This design comes from an exercise in tuning for small area, a short achievable clock period and few clock cycles on the open sky130 flow, not from production work. In this exercise RTL edits were held to simulation tests only and were not proved equivalent to the original. Power and IR drop assume default switching activity.

## run 1
// page_table_walker_with_permission_update_top
module page_table_walker_with_permission_update_top #(
	parameter int unsigned PHYS_ADDR_BITS = ptw_pkg::PHYS_ADDR_BITS_DEF
) (
	input  wire logic         clk,
	input  wire logic         arst_n,
	input  wire logic         s_axis_tvalid,
	output logic              s_axis_tready,
	input  wire logic [191:0] s_axis_tdata,
	input  wire logic [1:0]   s_axis_tuser,
	output logic              m_axis_tvalid,
	input  wire logic         m_axis_tready,
	output logic [319:0]      m_axis_tdata,
	output logic [1:0]        m_axis_tuser,
	output logic              m_axis_tlast,
	input  wire logic         cfg_valid,
	output logic              cfg_ready,
	input  wire logic [1:0]   cfg_index,
	input  wire logic [63:0]  cfg_data
);
For scale: roughly 1,600 cells after synthesis, ~21,000 µm² of cells after synthesis.
export LEC_CHECK = 0
export CAP_MARGIN = 20
export CORE_MARGIN = 2
export CORE_UTILIZATION = 60
export CTS_BUF_LIST = sky130_fd_sc_hd__clkbuf_8
export CTS_CLUSTER_DIAMETER = 50
export CTS_CLUSTER_SIZE = 16
export SETUP_SLACK_MARGIN = 3.4
export SLEW_MARGIN = 20
create_clock -name core_clock -period 6.5 [get_ports {clk}]
standard.sh (not shown) runs the stock make flow with config.mk's settings and CLKGATE_MAP_FILE= SYNTH_SCRIPT=/design/flow/synth_recipe.tcl, a recipe that flattens the netlist after the stock synthesis.
==> flow/flow/run.sh <==
#!/bin/bash
# The standard layout (the standard.sh: standard synthesis, floorplan, power grid, placement,
# CTS, routing), with each port buffered by the smallest plain buffer (buf_1) instead of the
# buffer_ports default pick (a delay buffer, clkdlybuf4s50_1).
set -euo pipefail
export BUFFER_PORTS_ARGS="-buffer_cell sky130_fd_sc_hd__buf_1"
bash standard.sh finish > standard_flow.log 2>&1
Testbench counts of run 1, summed over its fixed seeds: cycles 25,183.
#### Input delta (run 2 over run 1)
--- a/flow/design.v
+++ b/flow/design.v
@@ -304,43 +304,43 @@
 			ov_q   <= pend_q;
 			pend_q <= 1'b0;
 		end
 	end
 	always_ff @(posedge clk) begin
 		if (accept) begin
 			kind_q   <= n_kind;
 			st_q     <= n_st;
 			rfl_q    <= n_fl;
 			psz_q    <= n_psz;
 			last_q   <= n_last;
-			s_tbl_q  <= n_tbl;
+			s_tbl_q  <= n_tbl && !(idle && op == ptw_pkg::OP_SET && out_range);
 			s_page_q <= n_page;
 			s_pglo_q <= n_page && !large_q;
 			s_cas_q  <= n_cas;
 			s_leaf_q <= n_leaf;
 			s_pa_q   <= n_pa;
 		end else if (pend_q && m_axis_tready) begin
 			kind_q   <= ptw_pkg::KIND_DONE;
 			st_q     <= ptw_pkg::ST_SET;
 			rfl_q    <= large_q ? 2'd2 : 2'd3;
 			last_q   <= 1'b1;
 			s_page_q <= 1'b0;
 			s_pglo_q <= 1'b0;
 			s_leaf_q <= 1'b1;
 		end
 	end
 	logic [63:0] target, wdata, expd, leaf;
 	logic [51:0] paddr;
 	always_comb begin
 		target = '0;
-		if (s_tbl_q && !rng_q) target[51:3] = tbl_q;
+		if (s_tbl_q) target[51:3] = tbl_q;
 		if (s_page_q) target[63:21] = target[63:21] | va_q[63:21];
 		if (s_pglo_q) target[20:12] = target[20:12] | va_q[20:12];
 	end
 	assign wdata = s_cas_q ? ((ent_q & ~ptw_pkg::ENTRY_CLEAR) | fl_q | (large_q ? ptw_pkg::ENTRY_PS : 64'd0)) : 64'd0;
 	assign expd  = s_cas_q ? ent_q : 64'd0;
 	assign leaf  = s_leaf_q ? ent_q : 64'd0;
 	assign paddr = s_pa_q ? {ent_q[51:12], va_q[11:0]} : 52'd0;
 	assign m_axis_tvalid = ov_q;
 	assign m_axis_tuser  = kind_q | {2{rng_q}};
 	assign m_axis_tlast  = last_q;
 	assign m_axis_tdata  = {4'd0, leaf, paddr, psz_q, rfl_q, rng_q ? ptw_pkg::ST_RANGE : st_q, expd, wdata, target};
--- outcome ---
The non-clock buffer count reported for run 2 is smaller than that of run 1 by 1.4%. From run 1 to run 2 the numbers moved as follows: inverter count of the layout excluding clock inverters now sits higher, worst path setup slack after routing now sits higher, power per unit of standard cell area now sits lower. Slowest cell on the critical path = maj3_2: run 2; slowest cell on the critical path = edfxtp_1: run 1. On final total power: between run 2 and run 1, it ends up lower for run 2. Min total via count in the routed design across run 2 and run 1: run 2. Sort run 2 and run 1 by via count of the first global-routing pass asc -> top: run 1.
Testbench counts of run 2, summed over its fixed seeds: cycles 25,183.

* * *

## the previous run
page_table_walker_with_permission_update_top, a different RTL version from the one above (not shown whole).
Size: ~1700 cells after synthesis, ~430 flip-flops, roughly 590 I/O pins, ~21000 µm² of cells after synthesis.
make LEC_CHECK=0 CAP_MARGIN=20 CORE_MARGIN=2 CORE_UTILIZATION=40 SLEW_MARGIN=20 finish   # period 6.5 ns
run.sh (not shown) runs the stock make flow with config.mk's settings and CLKGATE_MAP_FILE= SYNTH_SCRIPT=/design/flow/synth_recipe.tcl, a recipe that flattens the netlist after the stock synthesis.
Stock flow here: none of the scripts above is used.
Testbench counts of the previous run, summed over its fixed seeds: cycles 25,183.
--- input diff the previous run..the current run ---
--- a/flow/design.v
+++ b/flow/design.v
@@ -90,32 +90,43 @@
 	output logic              m_axis_tvalid,
 	input  wire logic         m_axis_tready,
 	output logic [319:0]      m_axis_tdata,
 	output logic [1:0]        m_axis_tuser,
 	output logic              m_axis_tlast,
 	input  wire logic         cfg_valid,
 	output logic              cfg_ready,
 	input  wire logic [1:0]   cfg_index,
 	input  wire logic [63:0]  cfg_data
 );
 	logic [51:12] base_q;
 	logic [63:0]  ustart_q, uend_q;
+	logic         wbase_q, wstart_q, wend_q;
 	assign cfg_ready = 1'b1;
 	always_ff @(posedge clk or negedge arst_n) begin
 		if (!arst_n) begin
-			base_q   <= '0;
-			ustart_q <= '0;
-			uend_q   <= '0;
+			wbase_q  <= 1'b0;
+			wstart_q <= 1'b0;
+			wend_q   <= 1'b0;
 		end else if (cfg_valid) begin
 			case (cfg_index)
+				ptw_pkg::CFG_TABLE_BASE: wbase_q  <= 1'b1;
+				ptw_pkg::CFG_USER_START: wstart_q <= 1'b1;
+				ptw_pkg::CFG_USER_END:   wend_q   <= 1'b1;
+				default: ;
+			endcase
+		end
+	end
+	always_ff @(posedge clk) begin
+		if (cfg_valid) begin
+			case (cfg_index)
 				ptw_pkg::CFG_TABLE_BASE: base_q   <= cfg_data[51:12];
 				ptw_pkg::CFG_USER_START: ustart_q <= cfg_data;
 				ptw_pkg::CFG_USER_END:   uend_q   <= cfg_data;
 				default: ;
 			endcase
 		end
 	end
 	logic         rd_q, sw_q;
 	logic [1:0]   lvl_q;
 	logic         set_q, large_q;
 	logic [63:0]  va_q, fl_q, ent_q;
 	logic [51:12] tbl_q;
@@ -134,25 +145,25 @@
 	assign s_axis_tready = (!ov_q || m_axis_tready) && !pend_q;
 	assign accept        = s_axis_tvalid && s_axis_tready;
 	logic         n_ov, n_pend, n_last;
 	logic [1:0]   n_kind, n_fl, n_psz;
 	logic [3:0]   n_st;
 	logic         n_tbl, n_base, n_page, n_cas, n_leaf, n_pa;
 	logic         n_rd, n_sw, n_set, n_large;
 	logic [1:0]   n_lvl;
 	logic         ld_tbl;
 	logic         leaf_lvl;
 	logic         out_range;
 	assign leaf_lvl  = (lvl_q == 2'd3) || (lvl_q == 2'd2 && md[7]);
-	assign out_range = (va < ustart_q) || (va >= uend_q);
+	assign out_range = (wstart_q && va < ustart_q) || !wend_q || (va >= uend_q);
 	always_comb begin
 		n_ov    = 1'b1;
 		n_pend  = 1'b0;
 		n_last  = 1'b1;
 		n_kind  = ptw_pkg::KIND_DONE;
 		n_st    = ptw_pkg::ST_XLATED;
 		n_fl    = 2'd0;
 		n_psz   = ptw_pkg::PSZ_4K;
 		n_tbl   = 1'b0;
 		n_base  = 1'b0;
 		n_page  = 1'b0;
 		n_cas   = 1'b0;
@@ -161,25 +172,25 @@
 		n_rd    = rd_q;
 		n_sw    = sw_q;
 		n_lvl   = lvl_q;
 		n_set   = set_q;
 		n_large = large_q;
 		ld_tbl  = 1'b0;
 		case (op)
 			ptw_pkg::OP_LOOKUP, ptw_pkg::OP_SET: begin
 				if (!idle) begin
 					n_st = ptw_pkg::ST_BUSY;
 				end else if (op[0] && out_range) begin
 					n_st = ptw_pkg::ST_RANGE;
-				end else if (op[0] && base_q == '0) begin
+				end else if (op[0] && (!wbase_q || base_q == '0)) begin
 					n_st = ptw_pkg::ST_BAD_BASE;
 				end else begin
 					n_kind = ptw_pkg::KIND_READ;
 					n_base = 1'b1;
 					n_rd   = 1'b1;
 					n_lvl  = 2'd0;
 					n_set  = op[0];
 				end
 			end
 			ptw_pkg::OP_READ: begin
 				if (!rd_q) begin
 					n_ov = 1'b0;
@@ -238,32 +249,32 @@
 		endcase
 	end
 	always_ff @(posedge clk or negedge arst_n) begin
 		if (!arst_n) begin
 			rd_q <= 1'b0;
 			sw_q <= 1'b0;
 		end else if (accept) begin
 			rd_q <= n_rd;
 			sw_q <= n_sw;
 		end
 	end
 	always_ff @(posedge clk) begin
+		if (idle) fl_q <= s_axis_tdata[127:64];
+	end
+	always_ff @(posedge clk) begin
 		if (accept) begin
 			lvl_q   <= n_lvl;
 			set_q   <= n_set;
 			large_q <= n_large;
-			if (idle) begin
-				va_q <= va;
-				fl_q <= s_axis_tdata[127:64];
-			end
+			if (idle) va_q <= va;
 			if (!sw_q) ent_q <= md;
 			if (ld_tbl) tbl_q <= md[51:12];
 		end
 	end
 	always_ff @(posedge clk or negedge arst_n) begin
 		if (!arst_n) begin
 			ov_q   <= 1'b0;
 			pend_q <= 1'b0;
 		end else if (accept) begin
 			ov_q   <= n_ov;
 			pend_q <= n_pend;
 		end else if (m_axis_tready) begin
@@ -297,25 +308,25 @@
 	logic [63:0] target, wdata, expd, leaf;
 	logic [51:0] paddr;
 	always_comb begin
 		case (lvl_q)
 			2'd0:    idx = va_q[47:39];
 			2'd1:    idx = va_q[38:30];
 			2'd2:    idx = va_q[29:21];
 			default: idx = va_q[20:12];
 		endcase
 	end
 	always_comb begin
 		target = '0;
-		if (s_base_q) target[51:12] = target[51:12] | base_q;
+		if (s_base_q && wbase_q) target[51:12] = target[51:12] | base_q;
 		if (s_tbl_q)  target[51:12] = target[51:12] | tbl_q;
 		if (s_base_q || s_tbl_q) target[11:3] = idx;
 		if (s_page_q) begin
 			target[63:21] = target[63:21] | va_q[63:21];
 			target[20:12] = target[20:12] | (large_q ? 9'd0 : va_q[20:12]);
 		end
 	end
 	assign wdata = s_cas_q ? ((ent_q & ~ptw_pkg::ENTRY_CLEAR) | fl_q | (large_q ? ptw_pkg::ENTRY_PS : 64'd0)) : 64'd0;
 	assign expd  = s_cas_q ? ent_q : 64'd0;
 	assign leaf  = s_leaf_q ? ent_q : 64'd0;
 	assign paddr = s_pa_q ? {ent_q[51:12], va_q[11:0]} : 52'd0;
 	assign m_axis_tvalid = ov_q;
The current run vs. the previous run: time the final worst path needs with I/O delays and setup dropped 0.16 ns; layout overhead on the synthesized area climbed 1.4 points.
Against the previous run, the final cell area of the current run is lower.
Flip-flop and latch count grows slightly when moving from the previous run to the current run.
The number of antenna diodes of the current run is higher than that of the previous run.
Cmp the current run vs the previous run: flip-flop and latch count after synthesis higher in the current run
Testbench counts of the current run, summed over its fixed seeds: cycles 25,183.

==> static timing again, ports no longer ideal <==
In the flow no input, the clock included, has a driving cell. The finished layouts below were timed again as built, in two steps.
Step 1 assumes that a clkbuf_16 drives the clock port and a buf_2 every other input.
Step 2 also shifts input and output timing later by t, the mid clock arrival at the registers, as if the neighbouring blocks saw the same clock.
Slacks: ideal ports / drivers / drivers and shift; pairs: ideal ports / drivers.
run | t (ns) | slack for setup (ns) | hold slack, ns | worst setup path at the end | worst register clock-pin slew, ns
run 1 | 0.628 | 3.207 / 3.161 / 2.889 | 0.504 / 0.504 / 0.504 | input to register | 0.11 / 0.11
run 2 | 0.643 | 3.309 / 3.320 / 2.694 | 0.486 / 0.486 / 0.486 | input to register | 0.11 / 0.11
the previous run | 0.649 | 2.093 / 2.027 / 1.776 | 0.503 / 0.503 / 0.503 | input to register | 0.06 / 0.06
the current run | 0.629 | 2.252 / 2.197 / 2.026 | 0.493 / 0.493 / 0.493 | input to register | 0.06 / 0.06
After both steps every run listed still meets setup and hold. The setup slack of run 2, which loses most, moves by +0.011 ns with the drivers and by -0.615 ns with both steps.
